Context: an optimization exercise on an open-source flow, tuned for small area, a short achievable clock period and few clock cycles. The choices shown serve that exercise and are no tape-out recipe.
Function was checked by simulation only, so behaviour that the tests miss may differ from the original.

==> module egress_stamper, before the edit <==
module egress_stamper #(
    parameter int PACKET_XFER_LEN = egress_stamper_pkg::PACKET_XFER_LEN,
    parameter int MAX_WORDS       = 64
) (
    input  logic                       clk,
    input  logic                       reset,
    input  logic                       in_valid,
    input  logic                       in_sop,
    input  logic [PACKET_XFER_LEN-1:0] in_data,
    output logic                       in_ready,
    input  logic [31:0]                counter,
    input  logic                       egress_full,
    output logic                       out_write_en,
    output logic [PACKET_XFER_LEN-1:0] out_data,
    output logic                       busy,
    output logic                       drop_pulse,
    output logic [15:0]                drop_count
);
    localparam int L = egress_stamper_pkg::RING_SLOTS;
    function automatic logic [5:0] inc_slot(input logic [5:0] s);
        inc_slot = (s == 6'(L - 1)) ? 6'd0 : s + 6'd1;
    endfunction
    logic [5:0] ph, rs, rs2;       
    logic       collecting;        
    logic [5:0] cs;                
    logic [5:0] wrem;              
    logic       lastq;             
    logic [5:0] tail;              
    logic [5:0] nh;                
    logic       hdr_at;            
    logic [9:0] npkt;              
    logic [5:0] bcnt;              
    logic       bl_nz;             
    logic [2:0] bidx;              
    logic       tapsel, ctrsel;    
    logic       ef_q;              
    logic       dvalid;
    logic [PACKET_XFER_LEN-1:0] tap;
    logic bl_gt1, bl_one, bidx4, w2, npk_nz;
    logic rs_eq_tail, rs_eq_nh, rs_eq_cs, rs2_eq_nh, rs2_eq_cs, skip;
    assign bl_gt1        = (bcnt[5:2] != 4'd0) || (bcnt[1:0] == 2'd3);
    assign bl_one        = bl_nz && !bl_gt1;
    assign bidx4         = (bidx == 3'(egress_stamper_pkg::END_TIME_IDX - 1));
    assign w2            = (wrem == 6'd3);
    assign npk_nz        = npkt[0];
    assign rs_eq_tail    = (rs == tail);
    assign rs_eq_nh      = (rs == nh);
    assign rs_eq_cs      = (rs == cs);
    assign rs2_eq_nh     = (rs2 == nh);
    assign rs2_eq_cs     = (rs2 == cs);
    assign skip          = dvalid && !bl_nz && !npk_nz;
    logic acc, sop_legal, sop_acc, dat_acc, cnow, start, egress_ok;
    logic hdr_new, abort_legal, abort_bad, direct_hdr, keep_dead;
    assign acc         = in_valid && in_ready;
    assign sop_legal   = egress_stamper_pkg::len_legal(in_data[31:24]);
    assign sop_acc     = acc && in_sop;
    assign dat_acc     = acc && !in_sop && collecting;
    assign cnow        = dat_acc && lastq;
    assign hdr_new     = sop_acc && sop_legal;
    assign abort_legal = hdr_new && collecting;
    assign abort_bad   = sop_acc && !sop_legal && collecting;
    assign egress_ok   = !egress_full || !ef_q;
    assign start       = hdr_at && !bl_nz && egress_ok && (npk_nz || cnow);
    assign direct_hdr  = hdr_new && (collecting ? (!npk_nz && !bl_nz) : !busy);
    assign keep_dead   = abort_legal && !direct_hdr;
    logic       collecting_n, dvalid_n, bl_nz_n, busy_n, in_ready_n, we_n;
    logic       npk_up, npk_dn;
    logic [9:0] npkt_n;
    logic       we;                
    logic       tail_is_rs_n, nh_is_rs_n, hdr_at_n, lastq_n;
    logic [5:0] tail_n, nh_n;
    assign nh_n = direct_hdr ? ph : skip ? cs : bl_one ? rs2 : nh;
    assign dvalid_n = !direct_hdr && !skip && (dvalid || abort_legal);
    assign tail_n = (hdr_new || dat_acc) ? rs : abort_bad ? cs : tail;
    assign collecting_n = hdr_new || (collecting && !abort_bad && !cnow);
    assign lastq_n = !sop_acc && (dat_acc ? w2 : lastq);
    assign bl_nz_n   = start || bl_gt1;
    assign npk_up = cnow && !start;
    assign npk_dn = start && !cnow;
    assign npkt_n = npk_up ? {npkt[8:0], 1'b1} : npk_dn ? {1'b0, npkt[9:1]} : npkt;
    assign busy_n = bl_gt1 || npk_nz || (collecting ? !abort_bad : hdr_new);
    assign tail_is_rs_n = hdr_new || dat_acc || rs_eq_tail;
    assign nh_is_rs_n   = direct_hdr ? 1'b0 : skip ? rs_eq_cs : (!bl_one && rs_eq_nh);
    assign we_n       = !busy_n || (tail_is_rs_n && (bl_nz_n || !nh_is_rs_n));
    assign in_ready_n = !busy_n ||
                        (!(sop_acc && collecting) && !(dvalid && !skip) &&
                         tail_is_rs_n && (bl_nz_n || !nh_is_rs_n));
    assign hdr_at_n = !direct_hdr && (skip ? rs2_eq_cs : (bl_one || rs2_eq_nh));
    logic drop_any, drop_two, dc_sat, dc_sat_n;
    logic [15:0] dc_m1, dc_m2;
    assign drop_any = sop_acc && (collecting || !sop_legal);
    assign drop_two = sop_acc && collecting && !sop_legal;
    always_comb begin
        dc_m1[0] = 1'b1;
        dc_m2[0] = 1'b0;
        dc_m2[1] = 1'b1;
        for (int i = 1; i < 16; i++) dc_m1[i] = dc_m1[i-1] && drop_count[i-1];
        for (int i = 2; i < 16; i++) dc_m2[i] = dc_m2[i-1] && drop_count[i-1];
    end
    assign dc_sat_n = dc_sat ||
                      (drop_any && (drop_count == 16'hFFFD)) ||
                      (drop_two && (drop_count == 16'hFFFC));
    pkt_ring #(
        .DATA_W(PACKET_XFER_LEN),
        .SLOTS (L)
    ) u_ring (
        .clk  (clk),
        .we   (we),
        .wdata(in_data),
        .rdata(tap)
    );
    always_ff @(posedge clk) begin
        ef_q <= egress_full;
        if (reset) begin
            ph           <= 6'd0;
            rs           <= 6'd1;
            rs2          <= 6'd2;
            collecting   <= 1'b0;
            lastq        <= 1'b0;
            npkt         <= '0;
            bcnt         <= 6'd0;
            bl_nz        <= 1'b0;
            tapsel       <= 1'b0;
            ctrsel       <= 1'b0;
            hdr_at       <= 1'b0;
            dvalid       <= 1'b0;
            drop_pulse   <= 1'b0;
            drop_count   <= 16'd0;
            dc_sat       <= 1'b0;
            out_write_en <= 1'b0;
            out_data     <= '0;
            busy         <= 1'b0;
            in_ready     <= 1'b1;
            we           <= 1'b1;
        end else begin
            ph  <= rs;
            rs  <= rs2;
            rs2 <= inc_slot(rs2);
            drop_pulse <= drop_any;
            dc_sat     <= dc_sat_n;
            if (drop_any) begin
                drop_count <= dc_sat ? 16'hFFFF : (drop_count ^ (drop_two ? dc_m2 : dc_m1));
            end
            out_write_en <= start;
            out_data     <= (tap & {PACKET_XFER_LEN{start || tapsel}}) |
                            (PACKET_XFER_LEN'(counter) & {PACKET_XFER_LEN{ctrsel}});
            tapsel <= start || (bl_gt1 && !bidx4);
            ctrsel <= bl_gt1 && bidx4;
            if (start) begin
                bcnt <= tap[31:26];
                bidx <= 3'd1;
            end else if (bl_nz) begin
                bcnt <= bcnt - 6'd1;
                if (bidx != 3'd7) bidx <= bidx + 3'd1;
            end
            bl_nz   <= bl_nz_n;
            npkt    <= npkt_n;
            nh         <= nh_n;
            hdr_at     <= hdr_at_n;
            dvalid     <= dvalid_n;
            tail       <= tail_n;
            collecting <= collecting_n;
            lastq      <= lastq_n;
            busy       <= busy_n;
            in_ready   <= in_ready_n;
            we         <= we_n;
        end
        if (hdr_new) begin
            cs   <= ph;
            wrem <= in_data[31:26];
        end else if (dat_acc) begin
            wrem <= wrem - 6'd1;
        end
    end
endmodule
clock: 4.0 ns
lec_check: 0
abc_clock_period_in_ps: 1800
cap_margin: 20
core_margin: 2
core_utilization: 55
cts_buf_list: sky130_fd_sc_hd__clkbuf_4 sky130_fd_sc_hd__clkbuf_8 sky130_fd_sc_hd__clkbuf_16
cts_cluster_diameter: 100
cts_cluster_size: 30
setup_slack_margin: 2.0
slew_margin: 20
run.sh (not shown) runs the stock make flow with config.mk's settings and CLKGATE_MAP_FILE= SYNTH_SCRIPT=/design/flow/synth_recipe.tcl, a recipe that flattens the netlist after the stock synthesis.
Testbench counts at the start, summed over its fixed seeds: cycles 29,379.
Rerun with:
--- a/flow/design.v
+++ b/flow/design.v
@@ -96,9 +96,8 @@
     assign start       = hdr_at && !bl_nz && egress_ok && (npk_nz || cnow);
     assign direct_hdr  = hdr_new && (collecting ? (!npk_nz && !bl_nz) : !busy);
     assign keep_dead   = abort_legal && !direct_hdr;
     logic       collecting_n, dvalid_n, bl_nz_n, busy_n, in_ready_n, we_n;
-    logic       npk_up, npk_dn;
     logic [9:0] npkt_n;
     logic       we;                
     logic       tail_is_rs_n, nh_is_rs_n, hdr_at_n, lastq_n;
     logic [5:0] tail_n, nh_n;
@@ -107,11 +106,10 @@
     assign tail_n = (hdr_new || dat_acc) ? rs : abort_bad ? cs : tail;
     assign collecting_n = hdr_new || (collecting && !abort_bad && !cnow);
     assign lastq_n = !sop_acc && (dat_acc ? w2 : lastq);
     assign bl_nz_n   = start || bl_gt1;
-    assign npk_up = cnow && !start;
-    assign npk_dn = start && !cnow;
-    assign npkt_n = npk_up ? {npkt[8:0], 1'b1} : npk_dn ? {1'b0, npkt[9:1]} : npkt;
+    assign npkt_n = start ? (cnow ? npkt : {1'b0, npkt[9:1]}) :
+                            (cnow ? {npkt[8:0], 1'b1} : npkt);
     assign busy_n = bl_gt1 || npk_nz || (collecting ? !abort_bad : hdr_new);
     assign tail_is_rs_n = hdr_new || dat_acc || rs_eq_tail;
     assign nh_is_rs_n   = direct_hdr ? 1'b0 : skip ? rs_eq_cs : (!bl_one && rs_eq_nh);
     assign we_n       = !busy_n || (tail_is_rs_n && (bl_nz_n || !nh_is_rs_n));
First-iteration DRC count rises by about 2%. Synthesized cell count barely changes. Worst hold slack barely changes. Cell area stays flat. Worst setup slack gets better by 0.046 ns.
Testbench counts after the change, summed over its fixed seeds: cycles 29,379.

## separate check: timing with driven ports
The flow's constraints put no driver on any port. The routed layouts listed below were extracted and timed again, unchanged, in two steps.
Step 1 assumes that a clkbuf_16 drives the clock port and a buf_2 every other input.
Step 2 also shifts input and output timing later by t, the mid clock arrival at the registers, as if the neighbouring blocks saw the same clock.
Three values: ideal, step 1, step 2; two values: the first two.
run	t (ns)	setup slack, ns	worst slew at a driven data input, ns
the first run	0.705	1.969 / 1.909 / 1.291	0.09
the second run	0.696	2.015 / 1.954 / 1.418	0.08
After both steps setup and hold are still met in every run listed. For the first run, which loses most, drivers alone change the setup slack by -0.060 ns; drivers and shift together by -0.678 ns.
